Context: an optimization exercise on an open-source flow, tuned for small area, a short achievable clock period and few clock cycles per item. The choices shown serve that exercise and are no tape-out recipe. Only simulation tests tie the RTL to the original design; equivalence was not proved.

==> inputs of branch harbor <==
Design drone_xyz_pid_velocity_controller, start of the top module:
module drone_xyz_pid_velocity_controller (
  input  logic               clk,
  input  logic               rst_n,
  input  logic               in_valid,
  output logic               in_ready,
  input  logic signed [31:0] in_goal_x,
  input  logic signed [31:0] in_goal_y,
  input  logic signed [31:0] in_goal_z,
  input  logic signed [31:0] in_pos_x,
  input  logic signed [31:0] in_pos_y,
  input  logic signed [31:0] in_pos_z,
  input  logic signed [15:0] in_heading,
  input  logic        [15:0] in_elapsed,
  output logic               out_valid,
  input  logic               out_ready,
  output logic signed [31:0] out_vel_x_cmd,
  output logic signed [31:0] out_vel_y_cmd,
  output logic signed [31:0] out_vel_z_cmd,
  input  logic               cfg_we,
  input  logic        [2:0]  cfg_index,
  input  logic        [23:0] cfg_data
);
  localparam int T = 17;
  localparam logic [4:0] PH_LAST = 5'(T - 1);
  localparam logic [2:0] REG_KP_PL = 3'd0;
  localparam logic [2:0] REG_KI_PL = 3'd1;
  localparam logic [2:0] REG_KD_PL = 3'd2;
  localparam logic [2:0] REG_KP_VT = 3'd3;
  localparam logic [2:0] REG_KI_VT = 3'd4;
  localparam logic [2:0] REG_KD_VT = 3'd5;
  localparam logic [2:0] REG_LIM_PL = 3'd6;
  localparam logic [2:0] REG_LIM_VT = 3'd7;
  logic [23:0] kp_pl_r, ki_pl_r, kd_pl_r, kp_vt_r, ki_vt_r, kd_vt_r;
  logic [23:0] lim_pl_r, lim_vt_r;
  logic               first_r;
  logic signed [31:0] prev_x_r, prev_y_r, prev_z_r;
  logic signed [47:0] sum_x_r, sum_y_r, sum_z_r;
  logic signed [31:0] cmd_x_r, cmd_y_r, cmd_z_r;
  logic               out_valid_r;
  logic [4:0] ph;
  logic       last, empty, blk, adv, run, acc_in;
  logic       va, vb, vc, vd;
  assign last      = (ph == PH_LAST);
  assign empty     = !va && !vb && !vc && !vd;
  assign blk       = vd && out_valid_r;
  assign adv       = (last && !blk) || empty;
  assign run       = !last || adv;
  assign in_ready  = adv;
  assign acc_in    = in_valid && adv;
  assign out_valid = out_valid_r;
  assign out_vel_x_cmd = cmd_x_r;
  assign out_vel_y_cmd = cmd_y_r;
  assign out_vel_z_cmd = cmd_z_r;
  always_ff @(posedge clk) begin
    if (!rst_n) begin
      ph <= 5'd0;
      va <= 1'b0;
      vb <= 1'b0;
      vc <= 1'b0;
      vd <= 1'b0;
    end else if (adv) begin
  ...
clock: 11.0 ns
lec_check: 0
cap_margin: 20
core_margin: 2
core_utilization: 55
setup_slack_margin: 4
slew_margin: 20
run.sh (not shown) runs the stock make flow with config.mk's settings and CLKGATE_MAP_FILE= SYNTH_SCRIPT=/design/flow/synth_recipe.tcl, a recipe that flattens the netlist after the stock synthesis.
==> branch raven (differences from branch harbor) <==
--- a/flow/design.v
+++ b/flow/design.v
@@ -145,11 +145,11 @@
     else if (v[33]) sat34 = 32'sh80000000;
     else sat34 = 32'sh7fffffff;
   endfunction
   logic               za, nega;
   logic signed [15:0] hda;
-  logic signed [31:0] dxa, dya, eza;
+  logic signed [32:0] dxa, dya, eza;
   logic [15:0]        dta;
   logic signed [30:0] cx, cy;
   logic signed [17:0] cz;
   logic signed [32:0] ddx, ddy, ddz;
   logic signed [17:0] a0, a1, a2, a3;
@@ -178,13 +178,13 @@
   end
   always_ff @(posedge clk) begin
     if (acc_in) begin
       za   <= (in_elapsed == 16'd0);
       dta  <= in_elapsed;
-      dxa  <= sat34(34'(ddx));
-      dya  <= sat34(34'(ddy));
-      eza  <= sat34(34'(ddz));
+      dxa  <= ddx;
+      dya  <= ddy;
+      eza  <= ddz;
       hda  <= in_heading;
     end else if (ph == 5'd0) begin
       nega <= fold;
       cx   <= 31'(dxpid_pkg::CORDIC_GAIN);
       cy   <= a3[17] ? -31'sd652032874 : 31'sd652032874;
@@ -213,13 +213,13 @@
     if (adv) begin
       zb   <= za;
       negb <= nega;
       cb   <= 32'(cx);
       sb   <= 32'(cy);
-      dxb  <= dxa;
-      dyb  <= dya;
-      ezb  <= eza;
+      dxb  <= sat34(34'(dxa));
+      dyb  <= sat34(34'(dya));
+      ezb  <= sat34(34'(eza));
       dtb  <= dta;
     end
   end
   always_ff @(posedge clk) begin
     case (ph)
==> notes <==
Of branch harbor and branch raven, branch raven has the higher worst setup slack (gap 120 ps).
Of branch harbor and branch raven, branch raven has the higher die area (gap about 1.2%, measured against branch raven).
Branch harbor produced a clean layout. Branch raven reached the layout checks and failed them: max-slew violations.
Maximum frequency: branch raven is larger than branch harbor (about 1.7%).
Against branch raven, the synthesized cell count of branch harbor is lower by 0.79%.
Against branch harbor, the utilization of branch raven is lower by 0.49 points.
Testbench counts of branch harbor, summed over its fixed seeds: cycles 41,224, items 2,400.
Testbench counts of branch raven, summed over its fixed seeds: cycles 41,224, items 2,400.

static timing again, ports no longer ideal:
The flow's constraints put no driver on any port. The routed layouts listed below were extracted and timed again, unchanged, in two steps.
Step 1 assumes that a clkbuf_16 drives the clock port and a buf_2 every other input.
Step 2 times the ports against the registers' clock, not the clock port: input delays grow and output delays shrink by t, the midpoint of the rising clock arrivals with the driver on.
Slacks: ideal / step 1 / step 2; pairs: ideal / step 1.
run	t, ns	setup slack, ns	worst register clock-pin slew, ns
branch harbor	1.070	3.937 / 3.937 / 3.447	0.07 / 0.07
branch raven	1.043	4.053 / 4.053 / 3.458	0.07 / 0.07
The setup slack of branch raven, which loses most, moves by 0.000 ns with the drivers and by -0.595 ns with both steps.
